Background: an optimization exercise with open tools, aiming at small area, a short achievable clock period and few clock cycles per item. Do not read the settings as production practice.
The RTL was checked by simulation tests, not by an equivalence proof against the original design.

## flow/run.sh

```bash
#!/bin/bash
# synth_recipe.tcl (not shown) runs the flow's synth.tcl, then flattens the netlist and writes it again
# the make line also repeats each setting of config.mk as NAME=value (left out here)
make -C /OpenROAD-flow-scripts/flow DESIGN_CONFIG=/design/flow/config.mk WORK_HOME=/design/flow/orfs CLKGATE_MAP_FILE= SYNTH_SCRIPT=/design/flow/synth_recipe.tcl finish
```

## flow/config.mk

```make
export PLATFORM = sky130hd
export DESIGN_NAME = muldiv_sequencer
export DESIGN_NICKNAME = muldiv_sequencer
export VERILOG_FILES = /design/flow/design.v
export SDC_FILE = /design/flow/constraint.sdc
export NUM_CORES = 4
export LEC_CHECK = 0
export CAP_MARGIN = 20
export CORE_MARGIN = 2
export CORE_UTILIZATION = 40
export SETUP_SLACK_MARGIN = 5
export SLEW_MARGIN = 20
export TNS_END_PERCENT = 5
```

## flow/constraint.sdc

```tcl
create_clock -name core_clock -period 10.0 [get_ports {clk_i}]
set_input_delay 2.0000 -clock core_clock [delete_from_list [all_inputs] [get_ports {clk_i}]]
set_output_delay 2.0000 -clock core_clock [all_outputs]
set_load 0.01 [all_outputs]
```

## flow/design.v

```verilog
module muldiv_sequencer #(
  parameter bit FAST_SPECIAL = 1'b1,
  parameter int XLEN         = 64
) (
  input  logic        clk_i,
  input  logic        rst_i,
  input  logic        start_i,
  input  logic [2:0]  funct3_i,
  input  logic        word_i,
  input  logic [63:0] op1_i,
  input  logic [63:0] op2_i,
  input  logic        kill_i,
  output logic        stall_o,
  output logic        busy_o,
  output logic        done_o,
  output logic [63:0] result_o
);
  localparam logic [2:0] S_IDLE = 3'd0, S_MUL = 3'd1, S_FIN = 3'd2, S_DPREP = 3'd3,
                         S_DIV = 3'd4, S_DNEG = 3'd5, S_DONE = 3'd6, S_DSH = 3'd7;
  logic [2:0]  state_q, state_d;
  logic [5:0]  cnt_q;         
  logic        last_q;        
  logic [1:0]  ncls_q;        
  logic        mulh_q;        
  logic        rem_q;         
  logic        dsgn_q;        
  logic        an_q;          
  logic        bn_q;          
  logic [6:0]  dsh_q;         
  logic        dnegr_q;       
  logic        word_q;        
  logic        hi32_q;        
  logic        skip_q;        
  logic        msign_q;       
  logic [3:0]  bone_q, btwo_q, bneg_q;   
  logic [66:0] a_q;           
  logic        cin_q;         
  logic [64:0] hs_q;          
  logic [64:0] hc_q;          
  logic [63:0] lo_q;          
  logic idle, accept;
  assign idle   = (state_q == S_IDLE);
  assign accept = idle & start_i & ~kill_i;
  function automatic logic [11:0] booth4(input logic [8:0] bb);   
    logic [3:0] one, two, neg;
    for (int j = 0; j < 4; j++) begin
      one[j] = bb[2*j+1] ^ bb[2*j];
      two[j] = (bb[2*j+2] & ~bb[2*j+1] & ~bb[2*j]) | (~bb[2*j+2] & bb[2*j+1] & bb[2*j]);
      neg[j] = bb[2*j+2] & ~(bb[2*j+1] & bb[2*j]);
    end
    booth4 = {one, two, neg};
  endfunction
  function automatic logic [1:0] len_class(input logic [63:0] v, input logic w, input logic sg);
    logic m1, m0, u1, u0, f16, f32, f64;
    m1  = &v[31:15];
    m0  = ~(|v[31:15]);
    u1  = &v[63:32];
    u0  = ~(|v[63:32]);
    if (w) begin
      f16 = m0 | (sg & m1);
      f32 = 1'b1;
      f64 = 1'b1;
    end else begin
      f16 = (m0 & u0) | (sg & m1 & u1);
      f32 = (~v[31] & u0) | (sg & v[31] & u1);
      f64 = sg | ~v[63];
    end
    len_class = f16 ? 2'd0 : f32 ? 2'd1 : f64 ? 2'd2 : 2'd3;
  endfunction
  function automatic logic [6:0] clz64(input logic [63:0] v);
    logic [63:0]  z, nz;
    logic [383:0] c, nc;    
    z = ~v;
    c = '0;
    for (int l = 0; l < 6; l++) begin
      nz = z;
      nc = c;
      for (int i = 0; i < (64 >> (l + 1)); i++) begin
        nz[i] = z[2*i+1] & z[2*i];
        nc[6*i +: 6] = z[2*i+1] ? (6'(1 << l) | c[12*i +: 6]) : c[12*i+6 +: 6];
      end
      z = nz;
      c = nc;
    end
    clz64 = z[0] ? 7'd64 : {1'b0, c[5:0]};
  endfunction
  function automatic logic [67:0] padd(input logic [67:0] a, input logic [67:0] b, input logic cin);
    logic [68:0] g, p, ng, np;
    g = {a & b, cin};
    p = {a ^ b, 1'b0};
    for (int l = 0; l < 7; l++) begin
      ng = g;
      np = p;
      for (int i = 0; i < 69; i++)
        if ((i >> l) & 1) begin
          ng[i] = g[i] | (p[i] & g[((i >> l) << l) - 1]);
          np[i] = p[i] & p[((i >> l) << l) - 1];
        end
      g = ng;
      p = np;
    end
    padd = (a ^ b) ^ g[67:0];
  endfunction
  localparam logic [71:0] KB0 = 72'd0 - (72'h5555 << 57);
  localparam logic [71:0] KB1 = 72'd0 - (72'h5555_5555 << 41);
  localparam logic [71:0] KB2 = 72'd0 - (72'h5555_5555_5555_5555 << 9);
  localparam logic [71:0] KB3 = 72'd0 - (72'h55_5555_5555_5555_5555 << 1);
  logic [2:0]  op_in;
  logic        is_div_in, a_signed, b_signed, an_in, bn_in;
  logic [64:0] a_x, b_x, m_x, c_x;
  logic [1:0]  ncls_a, ncls_b, ncls_m;
  logic        swap;
  always_comb begin
    op_in     = (word_i & ~funct3_i[2]) ? 3'b000 : funct3_i;
    is_div_in = op_in[2];
    a_signed  = is_div_in ? ~op_in[0] : ((op_in == 3'b000) | (op_in == 3'b001) | (op_in == 3'b010));
    b_signed  = is_div_in ? ~op_in[0] : ((op_in == 3'b000) | (op_in == 3'b001));
    a_x       = word_i ? {{33{a_signed & op1_i[31]}}, op1_i[31:0]} : {a_signed & op1_i[63], op1_i};
    b_x       = word_i ? {{33{b_signed & op2_i[31]}}, op2_i[31:0]} : {b_signed & op2_i[63], op2_i};
    an_in     = is_div_in & a_x[64];
    bn_in     = is_div_in & b_x[64];
    ncls_a    = len_class(op1_i, word_i, a_signed);
    ncls_b    = len_class(op2_i, word_i, b_signed);
    swap      = ~is_div_in & (ncls_a < ncls_b);
    ncls_m    = swap ? ncls_a : ncls_b;
    m_x       = swap ? a_x : (b_x ^ {65{bn_in}});
    c_x       = swap ? b_x : (a_x ^ {65{an_in}});
  end
  function automatic logic [145:0] csa(input logic [72:0] x, input logic [72:0] y, input logic [72:0] z);
    logic [72:0] s, c;
    s = x ^ y ^ z;
    c = (x & y) | (x & z) | (y & z);
    csa = {s, c[71:0], 1'b0};
  endfunction
  logic [72:0] rw [4];
  logic [72:0] xv, ms, mc;
  logic [8:0]  lowsum;
  always_comb begin
    logic [65:0]  mag, pp;
    logic [71:0]  kb;
    logic [72:0]  s1, c1, s2, c2, s3, c3, s4, c4;
    for (int j = 0; j < 4; j++) begin
      mag   = ({66{bone_q[j]}} & {a_q[64], a_q[64:0]}) | ({66{btwo_q[j]}} & {a_q[64:0], 1'b0});
      pp    = mag ^ {66{bneg_q[j]}};
      rw[j] = {7'd0, ~pp[65], pp[64:0]} << (2*j);
    end
    case (ncls_q)
      2'd0:    kb = KB0;
      2'd1:    kb = KB1;
      2'd2:    kb = KB2;
      default: kb = KB3;
    endcase
    xv = {1'b0, last_q ? kb : 72'd0} | {66'd0, bneg_q[3], 1'b0, bneg_q[2], 1'b0, bneg_q[1], 1'b0, bneg_q[0]};
    {s1, c1} = csa(rw[0], rw[1], rw[2]);
    {s2, c2} = csa({8'd0, hs_q}, {8'd0, hc_q}, rw[3]);
    {s3, c3} = csa(s1, c1, s2);
    {s4, c4} = csa(s3, c3, c2);
    {ms, mc} = csa(s4, c4, xv);
    lowsum   = {1'b0, ms[7:0]} + {1'b0, mc[7:0]} + {8'd0, cin_q};
  end
  logic [11:0] bsel_acc, bsel_nxt;
  always_comb begin
    bsel_acc = swap ? booth4({a_x[7:0], 1'b0}) : booth4({b_x[7:0], 1'b0});
    bsel_nxt = booth4({(cnt_q == 6'd1 && ncls_q == 2'd3) ? {8{msign_q}} : lo_q[15:8], lo_q[7]});
  end
  logic [67:0] t1, t2, t3, x3s, x3c;
  logic [66:0] ah;
  logic        ge1, ge2;
  logic [63:0] rem2, qn;
  always_comb begin
    ah   = {a_q[66], a_q[66:1]};
    t1   = padd({3'd0, hs_q}, {a_q[66], a_q}, cin_q);
    t2   = padd({3'd0, hs_q}, {ah[66], ah}, cin_q);
    x3s  = {3'd0, hs_q} ^ {a_q[66], a_q} ^ {ah[66], ah};
    x3c  = ({3'd0, hs_q} & {a_q[66], a_q}) | ({3'd0, hs_q} & {ah[66], ah}) | ({a_q[66], a_q} & {ah[66], ah});
    t3   = padd(x3s, {x3c[66:0], cin_q}, cin_q);
    ge1  = ~t1[67];
    ge2  = ge1 ? ~t3[67] : ~t2[67];
    case ({ge1, ge2})
      2'b11:   rem2 = t3[63:0];
      2'b10:   rem2 = t1[63:0];
      2'b01:   rem2 = t2[63:0];
      default: rem2 = hs_q[63:0];
    endcase
    qn = {lo_q[61:0], ge1, ge2};
  end
  logic [63:0] mres;
  always_comb begin
    logic [127:0] x;
    x = {t1[63:0], lo_q};
    if (!mulh_q) begin
      case (ncls_q)
        2'd0:    mres = x[111:48];
        2'd1:    mres = x[95:32];
        default: mres = x[63:0];
      endcase
    end else begin
      case (ncls_q)
        2'd0:    mres = {{48{x[127]}}, x[127:112]};
        2'd1:    mres = {{32{x[127]}}, x[127:96]};
        2'd2:    mres = x[127:64];
        default: mres = x[119:56];
      endcase
    end
  end
  logic        an, bn, bzero, dneg, apow;
  logic [63:0] ax, bx, araw;
  logic [7:0]  dlen;
  logic [6:0]  za, zb;
  logic [6:0]  dsh;
  logic [66:0] bsh;
  always_comb begin
    an    = an_q;
    bn    = bn_q;
    ax    = a_q[63:0];
    araw  = a_q[63:0] ^ {64{an}};
    bx    = lo_q;
    bzero = (lo_q == 64'd0) & ~bn;
    za    = clz64(ax);
    zb    = clz64(bx);
    apow  = an & ~(|({1'b0, ax[63:1]} & ~ax));
    dlen  = {1'b0, zb} - {1'b0, za} + {7'd0, apow};
    dneg  = dlen[7];
    dsh   = dlen[6:0] | 7'd1;
    bsh   = ~(({3'b000, hc_q[63:0]} << dsh_q) | ~({67{1'b1}} << dsh_q) & {67{bn}});
  end
  always_ff @(posedge clk_i or negedge rst_i) begin
    if (!rst_i) begin
      lo_q   <= '0;
      word_q <= 1'b0;
      hi32_q <= 1'b0;
    end else begin
      if (accept) begin
        lo_q   <= m_x[63:0];
        word_q <= word_i;
        hi32_q <= ~is_div_in & word_i & (ncls_m == 2'd1);
      end else begin
        case (state_q)
          S_MUL: lo_q <= {lowsum[7:0], lo_q[63:8]};
          S_FIN: lo_q <= mres;
          S_DPREP: lo_q <= rem_q ? araw : {64{bzero}};
          S_DSH:  lo_q <= 64'd0;
          S_DIV:  lo_q <= (last_q && rem_q) ? rem2 : qn;
          S_DNEG: lo_q <= t1[63:0];
          default: ;
        endcase
      end
    end
  end
  always_ff @(posedge clk_i) begin
    if (accept) begin
      a_q     <= {{2{c_x[64]}}, c_x};
      cin_q   <= an_in;
      hs_q    <= '0;
      hc_q    <= '0;
      msign_q <= m_x[64];
      {bone_q, btwo_q, bneg_q} <= bsel_acc;
      ncls_q  <= ncls_m;
      mulh_q  <= (op_in[1:0] != 2'b00);
      rem_q   <= op_in[1];
      dsgn_q  <= ~op_in[0];
      an_q    <= an_in;
      skip_q  <= ~is_div_in & (word_i ? (ncls_m == 2'd1) : (op_in[1:0] == 2'b00 && ncls_m == 2'd2));
      bn_q    <= bn_in;
      last_q  <= 1'b0;
      case (ncls_m)
        2'd0:    cnt_q <= 6'd1;
        2'd1:    cnt_q <= 6'd3;
        2'd2:    cnt_q <= 6'd7;
        default: cnt_q <= 6'd8;
      endcase
    end else begin
      case (state_q)
        S_MUL: begin
          hs_q   <= ms[72:8];
          if (last_q) a_q <= {2'b00, mc[72:8]};
          else        hc_q <= mc[72:8];
          cin_q  <= lowsum[8];
          {bone_q, btwo_q, bneg_q} <= bsel_nxt;
          cnt_q  <= cnt_q - 6'd1;
          last_q <= (cnt_q == 6'd1);
        end
        S_DPREP: begin
          hs_q    <= {1'b0, t1[63:0]};
          hc_q    <= {1'b0, lo_q};
          dsh_q   <= dsh;
          cnt_q   <= dlen[6:1];
          last_q  <= (dlen[6:1] == 6'd0);
          dnegr_q <= rem_q ? an : (an ^ bn);
        end
        S_DSH: begin
          a_q     <= bsh;
          cin_q   <= ~bn;
        end
        S_DIV: begin
          if (last_q && dnegr_q) begin
            hs_q  <= '0;
            a_q   <= {3'b111, ~(rem_q ? rem2 : qn)};
            cin_q <= 1'b1;
          end else begin
            hs_q  <= {1'b0, rem2};
            a_q   <= {{2{a_q[66]}}, a_q[66:2]};
          end
          cnt_q  <= cnt_q - 6'd1;
          last_q <= (cnt_q == 6'd1);
        end
        default: ;
      endcase
    end
  end
  logic busy_q, done_q;
  always_ff @(posedge clk_i or negedge rst_i) begin
    if (!rst_i) begin
      state_q <= S_IDLE;
      busy_q  <= 1'b0;
      done_q  <= 1'b0;
    end else begin
      state_q <= state_d;
      busy_q  <= (state_d != S_IDLE) && (state_d != S_DONE);
      done_q  <= (state_d == S_DONE);
    end
  end
  always_comb begin
    state_d = state_q;
    case (state_q)
      S_IDLE:  if (accept) state_d = is_div_in ? S_DPREP : S_MUL;
      S_MUL:   if (last_q) state_d = skip_q ? S_DONE : S_FIN;
      S_FIN:   state_d = S_DONE;
      S_DPREP: state_d = (bzero | dneg) ? S_DONE : S_DSH;
      S_DSH:   state_d = S_DIV;
      S_DIV:   if (last_q) state_d = dnegr_q ? S_DNEG : S_DONE;
      S_DNEG:  state_d = S_DONE;
      S_DONE:  state_d = S_IDLE;
      default: state_d = S_IDLE;
    endcase
    if (kill_i && state_q != S_IDLE && state_q != S_DONE) state_d = S_IDLE;
  end
  assign busy_o  = busy_q;
  assign done_o  = done_q;
  assign stall_o = busy_q | accept;
  logic [31:0] lo32;
  assign lo32     = hi32_q ? lo_q[63:32] : lo_q[31:0];
  assign result_o = {word_q ? {32{lo32[31]}} : lo_q[63:32], lo32};
endmodule
```

==> results of run 1 <==
[cell type report]
type / count / area (µm²)
clock inverter: 21 / 287
sequential: 302 / 7440
inverter: 569 / 2160
timing repair inverter: 1 / 8.76
antenna: 37 / 92.6
timing repair buffer: 727 / 6610
clock buffer: 64 / 1330
multi-input combinational: 5809 / 46000
fill: 14000 / 73100
tap: 1876 / 2350
[per-layer routing]
layer  wire, µm  global-route usage (%)  vias to the layer above
met5       1300                    2.68                        -
met2     147000                    70.2                     6449
met3      65200                    27.3                     1593
li1           -                       -                    26700
met4      36100                    37.0                       46
met1     141000                    64.5                    33100
[cell usage after synthesis, types with 26 or more instances]
master	n	share of area (%)
nand2b_1	33	0.37
a221oi_1	95	1.5
nor2b_1	34	0.38
nor4_1	73	0.81
a21boi_0	29	0.39
a21o_1	105	1.4
a221o_1	51	0.91
mux2_2	48	0.96
clkbuf_1	503	3.4
nor2_1	598	4.0
a22oi_1	304	4.1
a211o_1	26	0.41
o22ai_1	46	0.51
o211ai_1	71	0.95
edfxtp_1	101	5.4
dfxtp_1	130	4.6
o221ai_1	53	0.83
o21a_1	67	0.90
ha_1	286	6.4
fa_1	372	13
nor3_1	130	1.2
xor2_1	250	3.9
a21oi_1	653	5.8
a211oi_1	154	2.1
a31oi_1	74	0.83
nand2_1	601	4.0
nand4_1	64	0.71
xnor2_1	350	5.5
dfrtp_1	71	3.2
buf_1	108	0.72
mux2i_1	216	3.9
nand3_1	67	0.60
inv_1	566	3.8
o21ai_0	491	4.4
[cell families after synthesis]
group                      share of synthesized area [%]
DFF                                                 13.2
and+or+nand+nor                                     13.9
AOI/OAI and AO/OA                                   29.8
buffers and inverters                               8.22
adders and majority gates                           19.7
muxes                                               5.84
xor gates and xnor gates                            9.40
[worst max-delay path: cells and delay by family, from the launching register on]
| family | cells | cell delay [ps] |
|---|---|---|
| flops | 1 | 520 |
| simple gates | 3 | 1850 |
| buf+inv | 2 | 750 |
| fa+ha+maj | 1 | 440 |
| mux | 2 | 860 |
| compound gates | 4 | 1010 |
[per-stage QoR]
step | hold slack [ps] | util [%] | area [µm²] | cells
finish | 455 | 47.5 | 66300 | 9406
global route | 486 | 47.5 | 66200 | 9374
global placement | 443 | 43.5 | 60700 | 9066
detailed placement | 449 | 43.6 | 60700 | 9069
floorplan | 436 | - | 56100 | 7316
CTS | 456 | 47.0 | 65500 | 9337
[worst paths after layout]
check / startpoint / endpoint
setup / recovery: a_q[51] / lo_q[24]
hold / removal: hc_q[62] / hc_q[62]
setup reg to reg: a_q[51] / lo_q[24]
hold reg to reg: hc_q[62] / hc_q[62]
max in group asynchronous: rst_i / lo_q[16]
min in group asynchronous: rst_i / busy_q
[layout by cell type (no fill, tap or decap), drive strengths merged, types with 250 or more instances in the layout]
master,count
o21ai,511
a21oi,654
ha,286
buf,523
a22oi,304
fa,372
xnor2,351
inv,568
nand2,605
xor2,250
nor2,601
[registers in the layout, summed over array words and instances (netlist names), 2 cells and up]
| register | cells |
|---|---|
| lo_q | 64 |
| cnt_q | 6 |
| bneg_q | 4 |
| btwo_q | 4 |
| bone_q | 4 |
| state_q | 3 |
| ncls_q | 2 |
| dsh_q | 6 |
| hc_q | 65 |
| hs_q | 64 |
| a_q | 67 |
[what timing repair did]
action | in CTS | in global routing
pin swaps | 99 | 40
gates cloned | 14 | 3
buffers inserted | 169 | 28
endpoints found under the setup margin | 262 | 240
gates resized for setup | 378 | 61
==> flow_metrics.tcl, run 1 <==
set metrics [dict create \
    grt_usage_pct 52.8 \
    period_minus_slack_ps 5620 \
    place_worst_setup_slack_ps 2870 \
    slowest_delay_ps 1080 \
    outcome "no timing/DRC/antenna violations" \
    drt_wl_total_mm 391 \
    clockRootBuffer "clkbuf_16" \
    criticalPathCategory "reg2reg" \
    wl_per_cell_um 41.5 \
    syn_area_um2 56100 \
    clkTransAtPathRegs_ps 70 \
    grt_pass1_wl_mm 524 \
    initial_core_util_pct 40.2 \
    ys_ff_latch 302 \
    yosys_warnings 2 \
    fp.dieH_um 378 \
    first_global_vias 62700 \
    avgSynthCellArea_um2 7.66 \
    worst_clock_skew_ps 34.7 \
    layout.nets 8250 \
    critPathMaxFanout 19 \
    hold_violations 0 \
    route.detailed.drc 0 \
    synth_enable_flop_cells 101 \
    cp-start-kind "flip-flop" \
    cp_data_arrival_time_ps 6190 \
    vias 67800 \
    synth_cells 7316 \
    vias_per_cell 7.21 \
    rsz0062_at_grt "true" \
    crit_path_frequent_cell "buf_4" \
    cts.sinks 302 \
    slowest_stage "nor4_1" \
    grt.overflow.total 0 \
    drive_gt1_share_pct 13.6 \
    hold_depth 2 \
    end_kind "flip-flop" \
    drv_cap 0 \
    cts_hold_buf 0 \
    rows 137 \
    first_pass_iters 10 \
    first_iter_violations 12100 \
    antenna_found_initial 50 \
    reg2regPathDepth 12 \
    synth-seq-area-share_pct 13.2 \
    worst_pin_slew_ps 1360 \
    ant_nets 0 \
    clk_latency_ps 690 \
    place_hpwl_mm 287 \
    fmax_mhz 178 \
    period_share_pct 56.2 \
    timing.setup.tns_ps 0 \
    hp-class "reg2reg" \
    relSlewSlack_pct 8.36 \
    synth_nets 8110 \
    io_pins 203 \
    finalSetupViolations 0 \
    core_area_um2 139000 \
    io_buffers 202 \
    async_reset_ff_share_pct 23.5 \
    htree_levels 2 \
    synth_cell_type_count 100 \
    die_area_um2 143000 \
    place.gp.congestion 1.11 \
    required_ps 10580 \
    fp.dieW_um 378 \
    areaGrowthSynthToFinish_pct 18.2 \
    cts_tree "yes" \
    ys.flop_type "dfxtp_1" \
    cts_max_path_buffers 3 \
    drv_slew 0 \
    cts_made_buffers 46 \
    fin_ws_ps 4380 \
    path_cells "buf_4, ha_1, nand4_1, nor4_1, and2_1, a211oi_4, o21ai_4, buf_4, mux2i_1, mux2i_2, a21oi_1, o21ai_0" \
    r2r_slack_ps 4380 \
    grt_max_degree 81 \
]
Testbench counts, summed over its fixed seeds: cycles 12,039, items 1,600.
==> inputs of run 2 (changes only) <==
--- a/flow/design.v
+++ b/flow/design.v
@@ -17,5 +17,5 @@
 );
   localparam logic [2:0] S_IDLE = 3'd0, S_MUL = 3'd1, S_FIN = 3'd2, S_DPREP = 3'd3,
-                         S_DIV = 3'd4, S_DNEG = 3'd5, S_DONE = 3'd6, S_DSH = 3'd7;
+                         S_DIV = 3'd4, S_DNEG = 3'd5, S_DONE = 3'd6;
   logic [2:0]  state_q, state_d;
   logic [5:0]  cnt_q;         
@@ -27,5 +27,6 @@
   logic        an_q;          
   logic        bn_q;          
-  logic [6:0]  dsh_q;         
+  logic [6:0]  za_q, zb_q;
+  logic        apow_q;        
   logic        dnegr_q;       
   logic        word_q;        
@@ -109,4 +110,5 @@
   logic        is_div_in, a_signed, b_signed, an_in, bn_in;
   logic [64:0] a_x, b_x, m_x, c_x;
+  logic [63:0] ad_x, bd_x;
   logic [1:0]  ncls_a, ncls_b, ncls_m;
   logic        swap;
@@ -126,4 +128,6 @@
     m_x       = swap ? a_x : (b_x ^ {65{bn_in}});
     c_x       = swap ? b_x : (a_x ^ {65{an_in}});
+    ad_x      = a_x[63:0] ^ {64{an_in}};    
+    bd_x      = b_x[63:0] ^ {64{bn_in}};
   end
   function automatic logic [145:0] csa(input logic [72:0] x, input logic [72:0] y, input logic [72:0] z);
@@ -217,11 +221,11 @@
     bx    = lo_q;
     bzero = (lo_q == 64'd0) & ~bn;
-    za    = clz64(ax);
-    zb    = clz64(bx);
-    apow  = an & ~(|({1'b0, ax[63:1]} & ~ax));
+    za    = za_q;
+    zb    = zb_q;
+    apow  = apow_q;
     dlen  = {1'b0, zb} - {1'b0, za} + {7'd0, apow};
     dneg  = dlen[7];
     dsh   = dlen[6:0] | 7'd1;
-    bsh   = ~(({3'b000, hc_q[63:0]} << dsh_q) | ~({67{1'b1}} << dsh_q) & {67{bn}});
+    bsh   = ~(({3'b000, lo_q} << dsh) | ~({67{1'b1}} << dsh) & {67{bn}});
   end
   always_ff @(posedge clk_i or negedge rst_i) begin
@@ -239,6 +243,5 @@
           S_MUL: lo_q <= {lowsum[7:0], lo_q[63:8]};
           S_FIN: lo_q <= mres;
-          S_DPREP: lo_q <= rem_q ? araw : {64{bzero}};
-          S_DSH:  lo_q <= 64'd0;
+          S_DPREP: lo_q <= (bzero | dneg) ? (rem_q ? araw : {64{bzero}}) : 64'd0;
           S_DIV:  lo_q <= (last_q && rem_q) ? rem2 : qn;
           S_DNEG: lo_q <= t1[63:0];
@@ -261,4 +264,7 @@
       dsgn_q  <= ~op_in[0];
       an_q    <= an_in;
+      za_q    <= clz64(ad_x);
+      apow_q  <= an_in & ~(|({1'b0, ad_x[63:1]} & ~ad_x));
+      zb_q    <= clz64(bd_x);
       skip_q  <= ~is_div_in & (word_i ? (ncls_m == 2'd1) : (op_in[1:0] == 2'b00 && ncls_m == 2'd2));
       bn_q    <= bn_in;
@@ -283,11 +289,7 @@
         S_DPREP: begin
           hs_q    <= {1'b0, t1[63:0]};
-          hc_q    <= {1'b0, lo_q};
-          dsh_q   <= dsh;
           cnt_q   <= dlen[6:1];
           last_q  <= (dlen[6:1] == 6'd0);
           dnegr_q <= rem_q ? an : (an ^ bn);
-        end
-        S_DSH: begin
           a_q     <= bsh;
           cin_q   <= ~bn;
@@ -327,6 +329,5 @@
       S_MUL:   if (last_q) state_d = skip_q ? S_DONE : S_FIN;
       S_FIN:   state_d = S_DONE;
-      S_DPREP: state_d = (bzero | dneg) ? S_DONE : S_DSH;
-      S_DSH:   state_d = S_DIV;
+      S_DPREP: state_d = (bzero | dneg) ? S_DONE : S_DIV;
       S_DIV:   if (last_q) state_d = dnegr_q ? S_DNEG : S_DONE;
       S_DNEG:  state_d = S_DONE;
==> flow_metrics.tcl, run 2 <==
set metrics [dict create \
    yosys_warnings 2 \
    synth_nets 8511 \
    antenna_found_initial 33 \
    cp-start-kind "flip-flop" \
    synth_area_leaders "fa_1 13%, xnor2_1 7.0%, ha_1 6.1%" \
    htree_levels 2 \
    synth_cell_type_count 115 \
    cts_made_buffers 49 \
    final_cell_mix "743 x nand2_1, 616 x o21ai_0, 579 x inv_1, 566 x a21oi_1, 446 x xnor2_1" \
    io_buffers 202 \
    crit_buf_inv 2 \
    largest-register "a_q" \
    final_util_pct 46.6 \
    period_minus_slack_ps 5390 \
    initial_core_util_pct 40.1 \
    vias 69300 \
    final_common_cell "nand2_1" \
    ys.flop_type "dfxtp_1" \
    hp-class "reg2reg" \
    yosys.area.top_type "fa_1" \
    worst_clock_skew_ps 41.9 \
    min_to "hc_q[19]" \
    first_iter_violations 10800 \
    slowest_stage "nor4_1" \
    relSlewSlack_pct 9.60 \
    avgSynthCellArea_um2 7.55 \
    cp_data_arrival_time_ps 6010 \
    wl_per_cell_um 40.0 \
    rsz0062_at_grt "true" \
    rows 140 \
    timing.setup.tns_ps 0 \
    r2r_start "lo_q[53]" \
    synth.most_common_cell "nand2_1" \
    grt_usage_pct 50.0 \
    drv_slew 0 \
    cts_max_path_buffers 3 \
    slowest_delay_ps 800 \
    path_cells "buf_4, nor4_1, nand4_1, nor4_1, nand4_1, o311ai_0, o31ai_4, buf_4, a21oi_1, a2111oi_1, a31oi_2, a211o_1" \
    drv_cap 0 \
    drive_gt1_share_pct 12.7 \
    route.detailed.drc 0 \
    synth-seq-area-share_pct 13.2 \
    fmax_mhz 185 \
    synth_top_area_share_pct 12.8 \
    grt_max_degree 93 \
    grt.overflow.total 0 \
    areaGrowthSynthToFinish_pct 16.2 \
    reg.largest.list "a_q (67), hc_q (65)" \
    required_ps 10620 \
    startpoint "lo_q[53]" \
    clkTransAtPathRegs_ps 60 \
    ant_nets 0 \
    period_share_pct 53.9 \
    layout.nets 8528 \
    clk_latency_ps 700 \
    fp.dieW_um 386 \
    dpl_cell_area_um2 62600 \
    outcome "no timing/DRC/antenna violations" \
    vias_per_cell 7.14 \
    grt_pass1_wl_mm 523 \
    cts_tree "yes" \
    hold_depth 2 \
    synth_cells 7717 \
    critPathMaxFanout 15 \
    cpLargestDelayFamily "compound AO/OA/AOI/OAI gates" \
    synth_enable_flop_cells 110 \
    place.gp.congestion 1.09 \
    first_pass_iters 9 \
    fin_area_um2 67700 \
    largest_register_ffs 67 \
    drt_wl_total_mm 389 \
    first_global_vias 63900 \
    async_reset_ff_share_pct 22.8 \
    die_area_um2 149000 \
    fp.dieH_um 386 \
    cts.sinks 311 \
    criticalPathCategory "reg2reg" \
    core_area_um2 145000 \
    place_hpwl_mm 285 \
    reg2regPathDepth 12 \
    worst_pin_slew_ps 1340 \
    syn_area_um2 58300 \
    finalSetupViolations 0 \
    hold_start "hc_q[19]" \
    io_pins 203 \
    hold_violations 0 \
    ys_ff_latch 311 \
    worstReg2RegEnd "lo_q[56]" \
    yosys-top-cells-count "757 x nand2_1, 657 x o21ai_0, 607 x a21oi_1" \
    r2r_slack_ps 4610 \
    end_kind "flip-flop" \
    clockRootBuffer "clkbuf_16" \
]
[run 2: changes by cell type after synthesis, sizes merged, moves of 26 or more]
| cell | previous run | this run |
|---|---|---|
| xnor2 | 351 | 464 |
| clkbuf | 503 | 529 |
| nor4 | 73 | 43 |
| o211ai | 74 | 135 |
| a22o | 13 | 88 |
| nor2 | 600 | 479 |
| a21oi | 654 | 610 |
| xor2 | 250 | 132 |
| buf | 139 | 166 |
| nand3 | 67 | 128 |
| nand2 | 601 | 758 |
| o21ai | 511 | 679 |
| a211oi | 157 | 103 |
[run 2: worst min-delay path, delay by kind of cell, from the launching register on]
kind,cells,cell delay (ps)
AO/OA/AOI/OAI,1,50
flip-flops,1,320
AND/OR/NAND/NOR,1,50
[run 2: how the worst max path moves through the flow]
| stage | to | slack, ps | depth (start not counted) |
|---|---|---|---|
| CTS | zb_q[0] | 4760 | 15 |
| global placement | za_q[5] | 2920 | 10 |
| floorplan | skip_q | 4650 | 17 |
| global route | a_q[7] | 4810 | 17 |
| finish | lo_q[56] | 4610 | 12 |
| detailed placement | za_q[5] | 2820 | 10 |
[run 2: area by class of cell]
class	count	area, µm²
inverter	588	2240
tap	1917	2400
clock buffer	69	1410
antenna	20	50.0
clock inverter	23	345
timing repair buffer	654	6120
sequential	311	7690
multi-input combinational	6130	47400
fill	14700	77500
[run 2: repair_timing]
action / CTS / global route
setup buffers: 99 / 42
setup endpoints to repair: 265 / 255
hold buffers: 0 / 0
pin swaps: 38 / 62
gates cloned: 14 / 8
gates resized for setup: 317 / 277
[run 2: metrics by stage]
stage | hold slack (ps) | worst slack [ps] | instances
finish | 455 | 4610 | 9712
global route | 475 | 4810 | 9694
CTS | 461 | 4760 | 9638
detailed placement | 446 | 2820 | 9433
global placement | 444 | 2920 | 9433
floorplan | 425 | 4650 | 7717
[run 2: kinds of logic after synthesis]
| logic type | after synthesis | synth area share (%) |
|---|---|---|
| compound gates | 2756 | 31.4 |
| mux | 253 | 4.60 |
| buf+inv | 1283 | 8.50 |
| xor+xnor | 596 | 8.97 |
| simple gates | 1860 | 14.4 |
| fa+ha+maj | 658 | 18.9 |
| flops | 311 | 13.2 |
[run 2: metal layers]
metal / track usage, % / routed length (µm)
met1: 62.8 / 144000
met2: 70.3 / 154000
met3: 18.9 / 55400
met4: 34.2 / 35000
met5: 0 / 258
Testbench counts of run 2, summed over its fixed seeds: cycles 11,560, items 1,600.
==> inputs of run 3 (changes only) <==
--- a/flow/design.v
+++ b/flow/design.v
@@ -126,5 +126,5 @@
     swap      = ~is_div_in & (ncls_a < ncls_b);
     ncls_m    = swap ? ncls_a : ncls_b;
-    m_x       = swap ? a_x : (b_x ^ {65{bn_in}});
+    m_x       = swap ? a_x : b_x;
     c_x       = swap ? b_x : (a_x ^ {65{an_in}});
     ad_x      = a_x[63:0] ^ {64{an_in}};    
@@ -220,5 +220,5 @@
     araw  = a_q[63:0] ^ {64{an}};
     bx    = lo_q;
-    bzero = (lo_q == 64'd0) & ~bn;
+    bzero = (lo_q == 64'd0);
     za    = za_q;
     zb    = zb_q;
@@ -227,5 +227,5 @@
     dneg  = dlen[7];
     dsh   = dlen[6:0] | 7'd1;
-    bsh   = ~(({3'b000, lo_q} << dsh) | ~({67{1'b1}} << dsh) & {67{bn}});
+    bsh   = ({{3{bn}}, lo_q} << dsh) ^ {67{~bn}};
   end
   always_ff @(posedge clk_i or negedge rst_i) begin
==> flow_metrics.tcl, run 3 <==
set metrics [dict create \
    yosys_warnings 2 \
    fmax_mhz 186 \
    io_pins 203 \
    avgSynthCellArea_um2 7.62 \
    rows 138 \
    antenna_found_initial 32 \
    slowest_delay_ps 930 \
    synth-seq-area-share_pct 13.6 \
    first_global_vias 62100 \
    synth_area_leaders "fa_1 13%, xnor2_1 6.9%, ha_1 6.3%" \
    place_hpwl_mm 258 \
    worst_clock_skew_ps 48.5 \
    cp-start-kind "flip-flop" \
    final_cell_mix "688 x nand2_1, 638 x a21oi_1, 559 x inv_1, 547 x o21ai_0, 427 x xnor2_1" \
    drt_wl_total_mm 356 \
    largest-register "a_q" \
    drv_slew 0 \
    wl_per_cell_um 37.8 \
    io_buffers 202 \
    clk_latency_ps 720 \
    grt_pass1_wl_mm 491 \
    synth.most_common_cell "nand2_1" \
    place_worst_setup_slack_ps 2700 \
    first_pass_iters 9 \
    timing.setup.tns_ps 0 \
    outcome "no timing/DRC/antenna violations" \
    ant_nets 0 \
    cp_data_arrival_time_ps 6030 \
    first_iter_violations 10900 \
    dp.cells 9126 \
    syn_area_um2 56600 \
    grt_max_degree 131 \
    fp.dieW_um 380 \
    cts.sinks 311 \
    slowest_stage "xnor2_2" \
    route.detailed.drc 0 \
    required_ps 10650 \
    cts_hold_buf 0 \
    rsz0062_at_grt "true" \
    htree_levels 2 \
    period_minus_slack_ps 5390 \
    synth_nets 8223 \
    drive_gt1_share_pct 12.4 \
    fin_area_um2 66100 \
    synth_cells 7429 \
    yosys-top-cells-count "700 x nand2_1, 660 x a21oi_1, 592 x o21ai_0" \
    synth_enable_flop_cells 110 \
    nFillCells 14100 \
    criticalPathCategory "reg2reg" \
    hold_violations 0 \
    finalSetupViolations 0 \
    yosys.area.top_type "fa_1" \
    period_share_pct 53.9 \
    cts_max_path_buffers 3 \
    ys_ff_latch 311 \
    grt_usage_pct 47.3 \
    relSlewSlack_pct 11.2 \
    vias_per_cell 7.07 \
    crit_path_frequent_cell "a21oi_1" \
    final_common_cell "nand2_1" \
    ys.flop_type "dfxtp_1" \
    vias 66600 \
    grt.overflow.total 0 \
    reg.largest.list "a_q (67), hc_q (65)" \
    core_area_um2 141000 \
    critPathMaxFanout 7 \
    fin_ws_ps 4610 \
    fp.dieH_um 380 \
    largest_register_ffs 67 \
    worst_pin_slew_ps 1330 \
    areaGrowthSynthToFinish_pct 16.8 \
    drv_cap 0 \
    dpl_cell_area_um2 61000 \
    synth_top_area_share_pct 13.2 \
    cts_tree "yes" \
    hp-class "reg2reg" \
    end_kind "flip-flop" \
    place.gp.congestion 1.12 \
    cpLargestDelayFamily "compound AO/OA/AOI/OAI gates" \
    initial_core_util_pct 40.1 \
    path_cells "buf_6, buf_4, ha_1, o211ai_1, o21ai_2, o311ai_4, a21bo_2, a2111oi_0, or3_1, a21oi_1, xnor2_2, o221ai_1, a21oi_1, a21oi_1, nand2_1" \
    clkTransAtPathRegs_ps 60 \
    layout.nets 8266 \
    cts_made_buffers 46 \
    clockRootBuffer "clkbuf_16" \
    hold_slack_ps 461 \
    die_area_um2 145000 \
    crit_buf_inv 2 \
    synth_cell_type_count 93 \
    layout.cells.non_filler 9423 \
    async_reset_ff_share_pct 22.8 \
]
-- run 3: changes by cell type after synthesis, moves of 26 or more --
cell      before  now
o211ai_1     132   97
a21oi_1      607  660
o21ai_0      657  592
nand2_1      757  700
a21o_1        97   66
nor2_1       479  430
buf_1         84  110
buf_2         74   10
xor2_1       132  180
-- run 3: metrics by stage --
stage | util (%)
final | 46.8
after global routing | 46.8
after CTS | 45.7
after detailed placement | 43.2
after global placement | 43.2
after floorplan | -
-- run 3: kinds of logic after synthesis --
group | after synthesis | share of synthesized area, %
flops | 311 | 13.6
fa+ha+maj | 658 | 19.5
buf+inv | 1241 | 8.29
mux | 272 | 5.11
compound gates | 2603 | 30.2
simple gates | 1719 | 13.6
xor+xnor | 625 | 9.67
-- run 3: layout make-up --
class	instances	area, µm²	area share (%)
Tap cell	1890	2360	3.58
Inverter	570	2150	3.26
Clock buffer	56	1220	1.85
Timing Repair Buffer	662	6140	9.29
Multi-Input combinational cell	5881	46200	69.9
Clock inverter	30	293	0.443
Sequential cell	311	7690	11.6
Antenna cell	23	57.6	0.0871
-- run 3: layer usage --
layer / track usage [%] / vias to the layer above / share of wire [%]
met3: 20.0 / 1418 / 15
met4: 33.3 / 26 / 9.0
li1: - / 26900 / -
met5: 0 / - / 0.063
met1: 59.6 / 32500 / 37
met2: 64.3 / 5811 / 39
-- run 3: timing repair --
item,CTS,global route
cloned,7,5
endpoints found under the setup margin,309,297
endpoints found under the hold margin,0,0
pin swaps,44,47
setup buffers,119,49
resized for setup,303,274
-- run 3: tightest hold or removal path: cells and delay by family, from the launching register on --
| kind | cells | cell delay, ps |
|---|---|---|
| flip-flops | 1 | 320 |
| AND/OR/NAND/NOR | 1 | 50 |
| AO/OA/AOI/OAI | 1 | 60 |
-- run 3: worst paths after layout --
path | end | slack, ps | startpoint | cells after the start
worst max register to register | lo_q[4] | 4610 | a_q[2] | 15
max in group asynchronous | lo_q[12] | 7490 | rst_i | 2
min in group asynchronous | busy_q | 1250 | rst_i | 1
worst min register to register | hc_q[63] | 460 | hc_q[63] | 2
worst min-delay path | hc_q[63] | 460 | hc_q[63] | 2
worst max-delay path | lo_q[4] | 4610 | a_q[2] | 15
Testbench counts of run 3, summed over its fixed seeds: cycles 11,560, items 1,600.
==> inputs of run 4 (changes only) <==
--- a/flow/config.mk
+++ b/flow/config.mk
@@ -9,4 +9,5 @@
 export CORE_MARGIN = 2
 export CORE_UTILIZATION = 40
+export PLACE_DENSITY = 0.68
 export SETUP_SLACK_MARGIN = 5
 export SLEW_MARGIN = 20
==> flow_metrics.tcl, run 4 <==
set metrics [dict create \
    drt_wl_total_mm 334 \
    syn_area_um2 56600 \
    synth_area_leaders "fa_1 13%, xnor2_1 6.9%, ha_1 6.3%" \
    synth_top_area_share_pct 13.2 \
    grt_max_degree 97 \
    clk_latency_ps 660 \
    r2r_slack_ps 4450 \
    final_cell_mix "691 x nand2_1, 638 x a21oi_1, 559 x inv_1, 559 x o21ai_0, 430 x xnor2_1" \
    critPathMaxFanout 43 \
    die_area_um2 145000 \
    async_reset_ff_share_pct 22.8 \
    areaGrowthSynthToFinish_pct 15.0 \
    synth.most_common_cell "nand2_1" \
    yosys-top-cells-count "700 x nand2_1, 660 x a21oi_1, 592 x o21ai_0" \
    rsz0062_at_grt "true" \
    first_pass_iters 10 \
    worst_clock_skew_ps 24.9 \
    fp.dieH_um 380 \
    drv_cap 0 \
    relSlewSlack_pct 9.59 \
    cts.sinks 311 \
    cp_data_arrival_time_ps 5960 \
    grt.overflow.total 0 \
    cts_made_buffers 44 \
    largest_register_ffs 67 \
    layout.nets 8195 \
    place_hpwl_mm 242 \
    fmax_mhz 180 \
    required_ps 10410 \
    crit_path_frequent_cell "fa_1" \
    reg.largest.list "a_q (67), hc_q (65)" \
    rows 138 \
    criticalPathCategory "reg2reg" \
    final_util_pct 46.1 \
    htree_levels 2 \
    antenna_found_initial 35 \
    dp.cells 9117 \
    yosys.area.top_type "fa_1" \
    ys_ff_latch 311 \
    first_iter_violations 12300 \
    layout.cells.non_filler 9354 \
    place.gp.congestion 1.12 \
    end_kind "flip-flop" \
    synth_enable_flop_cells 110 \
    avgSynthCellArea_um2 7.62 \
    vias_per_cell 7.13 \
    vias 66700 \
    io_buffers 202 \
    slowest_delay_ps 1110 \
    fp.dieW_um 380 \
    first_global_vias 62200 \
    wl_per_cell_um 35.7 \
    cts_tree "yes" \
    cts_max_path_buffers 3 \
    route.detailed.drc 0 \
    ant_nets 0 \
    finalSetupViolations 0 \
    clockRootBuffer "clkbuf_16" \
    cpLargestDelayFamily "adder cells" \
    period_share_pct 55.5 \
    ys.flop_type "dfxtp_1" \
    crit_buf_inv 4 \
    clkTransAtPathRegs_ps 70 \
    period_minus_slack_ps 5550 \
    worst_pin_slew_ps 1350 \
    largest-register "a_q" \
    hp-class "reg2reg" \
    drv_slew 0 \
    final_common_cell "nand2_1" \
    drive_gt1_share_pct 10.9 \
    yosys_warnings 2 \
    grt_pass1_wl_mm 469 \
    hold_violations 0 \
    grt_usage_pct 44.5 \
    path_cells "buf_4, buf_4, a22oi_1, xnor2_1, fa_1, fa_1, inv_1, fa_1, inv_1, fa_1, a222oi_1, o21ai_0, a21o_1" \
    synth-seq-area-share_pct 13.6 \
    outcome "no timing/DRC/antenna violations" \
    io_pins 203 \
    cp-start-kind "flip-flop" \
    slowest_stage "a222oi_1" \
    synth_cell_type_count 93 \
    core_area_um2 141000 \
    timing.setup.tns_ps 0 \
    synth_cells 7429 \
    initial_core_util_pct 40.1 \
    synth_nets 8223 \
]
==> run 4: changes by cell type in the layout (fill, tap and decap cells not counted), moves of 11 or more <==
cell and delta:
dlygate4sd2_1 +52, buf_4 -50, dlymetal6s2s_1 -36, clkbuf_2 -15
o21ai_0 +12, clkinv_2 -11
==> run 4: area by class of cell <==
type	instances	area, µm²
flip-flops and latches	311	7690
multi-input cells	5881	45900
clock inverters	18	179
fillers	14000	76000
diodes	29	72.6
clock buffers	62	1290
repair buffers	593	5420
inverters	570	2150
well taps	1890	2360
==> run 4: logic make-up (layout without fill, tap and decap cells) <==
kind of cell | Yosys count | in the layout | synth area share (%)
other cells | 0 | 29 | 0
simple gates | 1719 | 1721 | 13.6
mux | 272 | 272 | 5.11
compound gates | 2603 | 2605 | 30.2
xor+xnor | 625 | 625 | 9.67
flops | 311 | 311 | 13.6
fa+ha+maj | 658 | 658 | 19.5
buf+inv | 1241 | 1243 | 8.29
==> run 4: timing repair <==
item	4_1_cts	5_1_grt
gates resized for setup	295	149
cloned	9	1
pin swaps	36	29
buffers inserted	83	29
hold buffers	0	0
setup endpoints to repair	252	244
==> run 4: worst paths after layout <==
check	startpoint	end	depth (start not counted)
max	bone_q[2]	a_q[23]	13
min	hc_q[63]	hc_q[63]	2
max reg2reg	bone_q[2]	a_q[23]	13
min reg2reg	hc_q[63]	hc_q[63]	2
max in group asynchronous	rst_i	lo_q[43]	2
min in group asynchronous	rst_i	busy_q	1
==> run 4: tightest hold or removal path: stages, from the launching register on <==
cell and delay (ps):
dfxtp_1 330, nand2_1 50, o21ai_0 60
==> run 4: per-stage QoR <==
step                      instance area (µm²)  hold WS [ps]  worst slack (ps)
after floorplan                         56700           425              4860
after global placement                  60900           444              2800
after detailed placement                60900           452              2730
after CTS                               63900           465              4800
after global routing                    65000           486              4670
final                                   65100           467              4450
==> run 4: per-layer routing <==
metal	GRT usage [%]	vias up	share of wire, %
met5	2.71	-	0.20
met4	33.4	40	10
met3	19.7	1656	16
met2	61.0	6259	39
met1	54.2	32000	35
li1	-	26700	-
==> inputs of run 5 (changes only) <==
--- a/flow/config.mk
+++ b/flow/config.mk
@@ -6,8 +6,8 @@
 export NUM_CORES = 4
 export LEC_CHECK = 0
+export ABC_AREA = 1
 export CAP_MARGIN = 20
 export CORE_MARGIN = 2
 export CORE_UTILIZATION = 40
-export PLACE_DENSITY = 0.68
 export SETUP_SLACK_MARGIN = 5
 export SLEW_MARGIN = 20
==> flow_metrics.tcl, run 5 <==
set metrics [dict create \
    synth_area_leaders "nand2_1 14%, fa_1 13%, o21ai_0 7.7%" \
    ys_ff_latch 311 \
    yosys_warnings 2 \
    ys.flop_type "dfxtp_1" \
    ant_nets 0 \
    synth-simple-area-share_pct 24.1 \
    drv_cap 0 \
    reg2regPathDepth 15 \
    fp.dieW_um 383 \
    cp-start-kind "flip-flop" \
    synth_top_family_by_area "compound AO/OA/AOI/OAI gates" \
    worstReg2RegEnd "a_q[57]" \
    criticalPathCategory "reg2reg" \
    cts_tree "yes" \
    timing.setup.tns_ps 0 \
    synth_cells 9033 \
    synth.most_common_cell "nand2_1" \
    grt_max_degree 90 \
    hold_depth 2 \
    cp_data_arrival_time_ps 5860 \
    r2r_start "a_q[64]" \
    antenna_found_initial 58 \
    synth.area.mux_share_pct 0.0913 \
    place_hpwl_mm 295 \
    largest-register "a_q" \
    areaGrowthSynthToFinish_pct 15.7 \
    vias 72700 \
    route.detailed.drc 0 \
    critPathMaxFanout 10 \
    yosys.area.top_type "nand2_1" \
    required_ps 10430 \
    first_pass_iters 12 \
    synth-seq-area-share_pct 13.3 \
    min_to "hc_q[3]" \
    async_reset_ff_share_pct 22.8 \
    drv_slew 0 \
    die_area_um2 147000 \
    clockRootBuffer "clkbuf_16" \
    cts_hold_buf 0 \
    cts_made_buffers 46 \
    period_minus_slack_ps 5430 \
    hold_slack_ps 480 \
    reg.largest.list "a_q (67), hc_q (65)" \
    first_global_vias 65700 \
    end_kind "flip-flop" \
    io_buffers 202 \
    wl_per_cell_um 35.5 \
    outcome "no timing/DRC/antenna violations" \
    htree_levels 2 \
    grt.busiest_layer "met2" \
    cts_max_path_buffers 3 \
    yosys-top-cells-count "2113 x nand2_1, 1131 x inv_1, 888 x o21ai_0" \
    grt_usage_pct 51.2 \
    place.gp.congestion 1.13 \
    io_pins 203 \
    relSlewSlack_pct 16.5 \
    final_common_cell "nand2_1" \
    vias_per_cell 6.56 \
    final_cell_mix "2054 x nand2_1, 1109 x inv_1, 845 x o21ai_0, 816 x a21oi_1, 537 x nor2_1" \
    syn_area_um2 57600 \
    grt_use_met2_pct 70.7 \
    worst_clock_skew_ps 52.8 \
    rows 139 \
    grt.overflow.total 0 \
    clk_latency_ps 700 \
    synthAdderAreaFrac_pct 19.1 \
    synth_cell_type_count 82 \
    drive_gt1_share_pct 9.60 \
    layout.nets 9895 \
    rsz0062_at_grt "true" \
    largest_register_ffs 67 \
    fp.dieH_um 383 \
    startpoint "a_q[64]" \
    grt_pass1_wl_mm 529 \
    avgSynthCellArea_um2 6.37 \
    period_share_pct 54.3 \
    first_iter_violations 11600 \
    synth_top_area_share_pct 13.8 \
    finalSetupViolations 0 \
    drt_wl_total_mm 394 \
    clkTransAtPathRegs_ps 70 \
    hold_start "hc_q[3]" \
    worst_pin_slew_ps 1250 \
    fmax_mhz 184 \
    grt_util_met3_pct 22.0 \
    synth_enable_flop_cells 110 \
    grtUsageMet1_pct 63.3 \
    cts.sinks 311 \
    hold_violations 0 \
    r2r_slack_ps 4570 \
    core_area_um2 143000 \
    hp-class "reg2reg" \
    synth_compound_area_share_pct 24.8 \
    synth_nets 9827 \
    synthXorXnorAreaFrac_pct 6.80 \
    initial_core_util_pct 40.2 \
]
run 5: logic make-up (layout without fill, tap and decap cells):
logic type,Yosys count,after routing
xor gates and xnor gates,428,428
and+or+nand+nor,3346,3356
DFF,311,311
muxes,5,5
other,0,52
AOI/OAI and AO/OA,2528,2528
buffers and inverters,1757,1851
adders and majority gates,658,658
run 5: per-stage QoR:
stage               area (µm²)  setup slack [ps]  util (%)  instances
floorplan                57600              4930         -       9033
global placement         61200              2770      42.7      10800
detailed placement       61300              2760      42.7      10800
CTS                      64800              4840      45.2      10900
global route             66500              4750      46.4      11100
finish                   66600              4570      46.5      11100
run 5: cell type report:
cell class,instances,area [µm²]
Clock buffer,62,1320
Tap cell,1903,2380
Fill cell,15100,76700
Timing Repair Buffer,549,5770
Timing Repair inverter,4,32.5
Clock inverter,22,214
Inverter,1214,4760
Antenna cell,52,130
Sequential cell,311,7690
Multi-Input combinational cell,6975,44300
run 5: what timing repair did:
action,CTS,global route
pin swaps,16,19
buffers inserted,84,86
cloned,18,6
setup endpoints to repair,317,212
resized for setup,239,163
run 5: worst max-delay path by stage:
stage,to,slack (ps),cells past startpoint
2_1_floorplan,stall_o,4930,5
3_3_place_gp,za_q[3],2770,18
3_5_place_dp,a_q[65],2760,16
4_1_cts,a_q[17],4840,15
5_1_grt,a_q[15],4750,31
6_report,a_q[57],4570,15
run 5: routing by layer:
layer / vias to the layer above / wire (µm)
met5: - / 398
met4: 40 / 35200
met3: 1523 / 60900
met2: 6121 / 154000
met1: 34800 / 143000
li1: 30300 / -
run 5: worst max-delay path, cell delays in order (launching register included):
cell      delay [ps]
edfxtp_1        1130
inv_1            380
o22ai_1          290
xor2_1           200
fa_1             490
fa_1             500
inv_1             50
fa_1             480
inv_1             50
fa_1             360
inv_1            200
o22ai_1          300
a311oi_1         400
o21ai_0          180
nand2_1          110
nand2_1           70
==> inputs of run 6 (changes only) <==
--- a/flow/config.mk
+++ b/flow/config.mk
@@ -6,5 +6,4 @@
 export NUM_CORES = 4
 export LEC_CHECK = 0
-export ABC_AREA = 1
 export CAP_MARGIN = 20
 export CORE_MARGIN = 2
@@ -12,3 +11,3 @@
 export SETUP_SLACK_MARGIN = 5
 export SLEW_MARGIN = 20
-export TNS_END_PERCENT = 5
+export TNS_END_PERCENT = 1
==> flow_metrics.tcl, run 6 <==
set metrics [dict create \
    dpl_cell_area_um2 61000 \
    largest-register "a_q" \
    final_cell_mix "688 x nand2_1, 639 x a21oi_1, 561 x inv_1, 549 x o21ai_0, 429 x xnor2_1" \
    synth_nets 8223 \
    synth_cells 7429 \
    rsz0062_at_grt "true" \
    core_area_um2 141000 \
    min_to "hc_q[49]" \
    wl_per_cell_um 37.6 \
    fp.dieW_um 380 \
    grt_pass1_wl_mm 489 \
    cts_made_buffers 46 \
    drv_cap 0 \
    synth_area_leaders "fa_1 13%, xnor2_1 6.9%, ha_1 6.3%" \
    io_pins 203 \
    criticalPathCategory "reg2reg" \
    layout.nets 8244 \
    hold_start "hc_q[49]" \
    grt_usage_pct 47.1 \
    fmax_mhz 184 \
    reg.largest.list "a_q (67), hc_q (65)" \
    final_common_cell "nand2_1" \
    first_pass_iters 8 \
    die_area_um2 145000 \
    cp-start-kind "flip-flop" \
    drive_gt1_share_pct 11.7 \
    vias 66000 \
    initial_core_util_pct 40.1 \
    relSlewSlack_pct 12.9 \
    io_buffers 202 \
    fin_area_um2 65600 \
    synth_cell_type_count 93 \
    place_hpwl_mm 258 \
    drv_slew 0 \
    clk_latency_ps 720 \
    first_global_vias 62000 \
    synth_enable_flop_cells 110 \
    yosys_warnings 2 \
    place.gp.congestion 1.12 \
    fp.dieH_um 380 \
    route.detailed.drc 0 \
    end_kind "flip-flop" \
    period_share_pct 54.2 \
    async_reset_ff_share_pct 22.8 \
    ys_ff_latch 311 \
    cts_max_path_buffers 3 \
    htree_levels 2 \
    grt.overflow.total 0 \
    grt_max_degree 131 \
    cp_data_arrival_time_ps 5980 \
    hp-class "reg2reg" \
    largest_register_ffs 67 \
    antenna_found_initial 34 \
    synth-seq-area-share_pct 13.6 \
    timing.setup.tns_ps 0 \
    drt_wl_total_mm 353 \
    cts_tree "yes" \
    hold_violations 0 \
    reg2regPathDepth 15 \
    nFillCells 14200 \
    cts.sinks 311 \
    ys.flop_type "dfxtp_1" \
    ant_nets 0 \
    rows 138 \
    outcome "no timing/DRC/antenna violations" \
    worstReg2RegEnd "lo_q[10]" \
    required_ps 10560 \
    vias_per_cell 7.02 \
    areaGrowthSynthToFinish_pct 15.9 \
    r2r_start "a_q[24]" \
    hold_depth 2 \
    yosys.area.top_type "fa_1" \
    synth_top_area_share_pct 13.2 \
    critPathMaxFanout 5 \
    clkTransAtPathRegs_ps 60 \
    r2r_slack_ps 4580 \
    synth.most_common_cell "nand2_1" \
    syn_area_um2 56600 \
    period_minus_slack_ps 5420 \
    worst_clock_skew_ps 49.5 \
    avgSynthCellArea_um2 7.62 \
    clockRootBuffer "clkbuf_16" \
    finalSetupViolations 0 \
    hold_slack_ps 465 \
    worst_pin_slew_ps 1300 \
    yosys-top-cells-count "700 x nand2_1, 660 x a21oi_1, 592 x o21ai_0" \
    first_iter_violations 10700 \
]
-- run 6: metrics by stage --
step	cells	util (%)	worst slack (ps)
3_5_place_dp	9126	43.2	2700
3_3_place_gp	9122	43.2	2680
5_1_grt	9388	46.5	4690
4_1_cts	9325	45.5	4770
2_1_floorplan	7429	-	4860
6_report	9401	46.5	4580
-- run 6: cells by family (layout without fill, tap and decap cells) --
kind of cell    count (synthesis)  count (layout)  synth area share (%)
compound gates               2603            2605                  30.2
xor+xnor                      625             625                  9.67
fa+ha+maj                     658             658                  19.5
buf+inv                      1241            1297                  8.29
flops                         311             311                  13.6
mux                           272             273                  5.11
other cells                     0              23                     0
simple gates                 1719            1719                  13.6
-- run 6: repair_timing --
item / CTS / global route
hold buffers: 0 / 0
setup buffers: 107 / 45
gates cloned: 6 / 2
resized for setup: 266 / 210
setup endpoints to repair: 309 / 303
pin swaps: 37 / 40
-- run 6: per-layer routing --
layer,routed length (µm),GRT usage (%)
met1,132000,59.6
met2,137000,64.5
met3,52600,19.5
met4,31500,32.5
met5,229,0
-- run 6: worst max path at each step --
stage	slack (ps)	cells after the start	from	end
floorplan	4860	18	op1_i[33]	skip_q
global placement	2680	10	funct3_i[2]	a_q[18]
detailed placement	2700	10	funct3_i[2]	a_q[18]
CTS	4770	19	a_q[43]	a_q[61]
global route	4690	11	op2_i[49]	a_q[15]
finish	4580	15	a_q[24]	lo_q[10]
-- run 6: critical path, cell delays in order (launching register included) --
cell	delay, ps
edfxtp_1	360
buf_4	200
buf_4	180
ha_1	370
a21oi_1	360
o21ai_0	240
a211oi_2	400
o21ai_1	300
o2111ai_2	370
nand2_1	210
a221oi_1	350
xor2_1	460
inv_1	470
a311o_1	430
a31oi_1	410
o211ai_1	130
-- run 6: layout make-up --
class / instances / area, µm² / area share [%]
antenna: 23 / 57.6 / 0.0878
clock buffer: 56 / 1220 / 1.86
clock inverter: 30 / 293 / 0.447
inverter: 570 / 2150 / 3.28
multi-input combinational: 5880 / 46000 / 70.1
sequential: 311 / 7690 / 11.7
tap: 1890 / 2360 / 3.61
timing repair buffer: 641 / 5830 / 8.89

-- separate check: timing with driven ports --
How much do the figures lean on ideal ports? The routed layouts below were timed once more, with nothing changed but the port constraints. Step 1, drivers: a clkbuf_16 drives clk_i and a buf_2 each remaining input, both assumed. Step 2, shift: input delay + t, output delay - t, t = (earliest + latest rising clock arrival at the registers) / 2. This alone moves slack from input paths to output paths. Slacks: no drivers / after step 1 / after step 2; pairs: no drivers / after step 1.
run	t (ns)	setup slack, ns	slew at the worst register clock pin (ns)	worst data-port slew with drivers (ns)	cell pins on the clock port's net
run 1	0.758	4.381 / 4.381 / 3.858	0.07 / 0.07	0.10	1
run 2	0.766	4.606 / 4.606 / 4.076	0.08 / 0.08	0.13	1
run 3	0.783	4.613 / 4.613 / 3.933	0.08 / 0.08	0.11	1
run 4	0.734	4.450 / 4.450 / 3.872	0.07 / 0.07	0.09	1
run 5	0.754	4.567 / 4.567 / 4.098	0.08 / 0.08	0.13	1
run 6	0.781	4.576 / 4.576 / 3.919	0.08 / 0.08	0.11	1
After both steps every run listed still meets setup and hold. The setup slack of run 3, which loses most, moves by 0.000 ns with the drivers and by -0.680 ns with both steps.
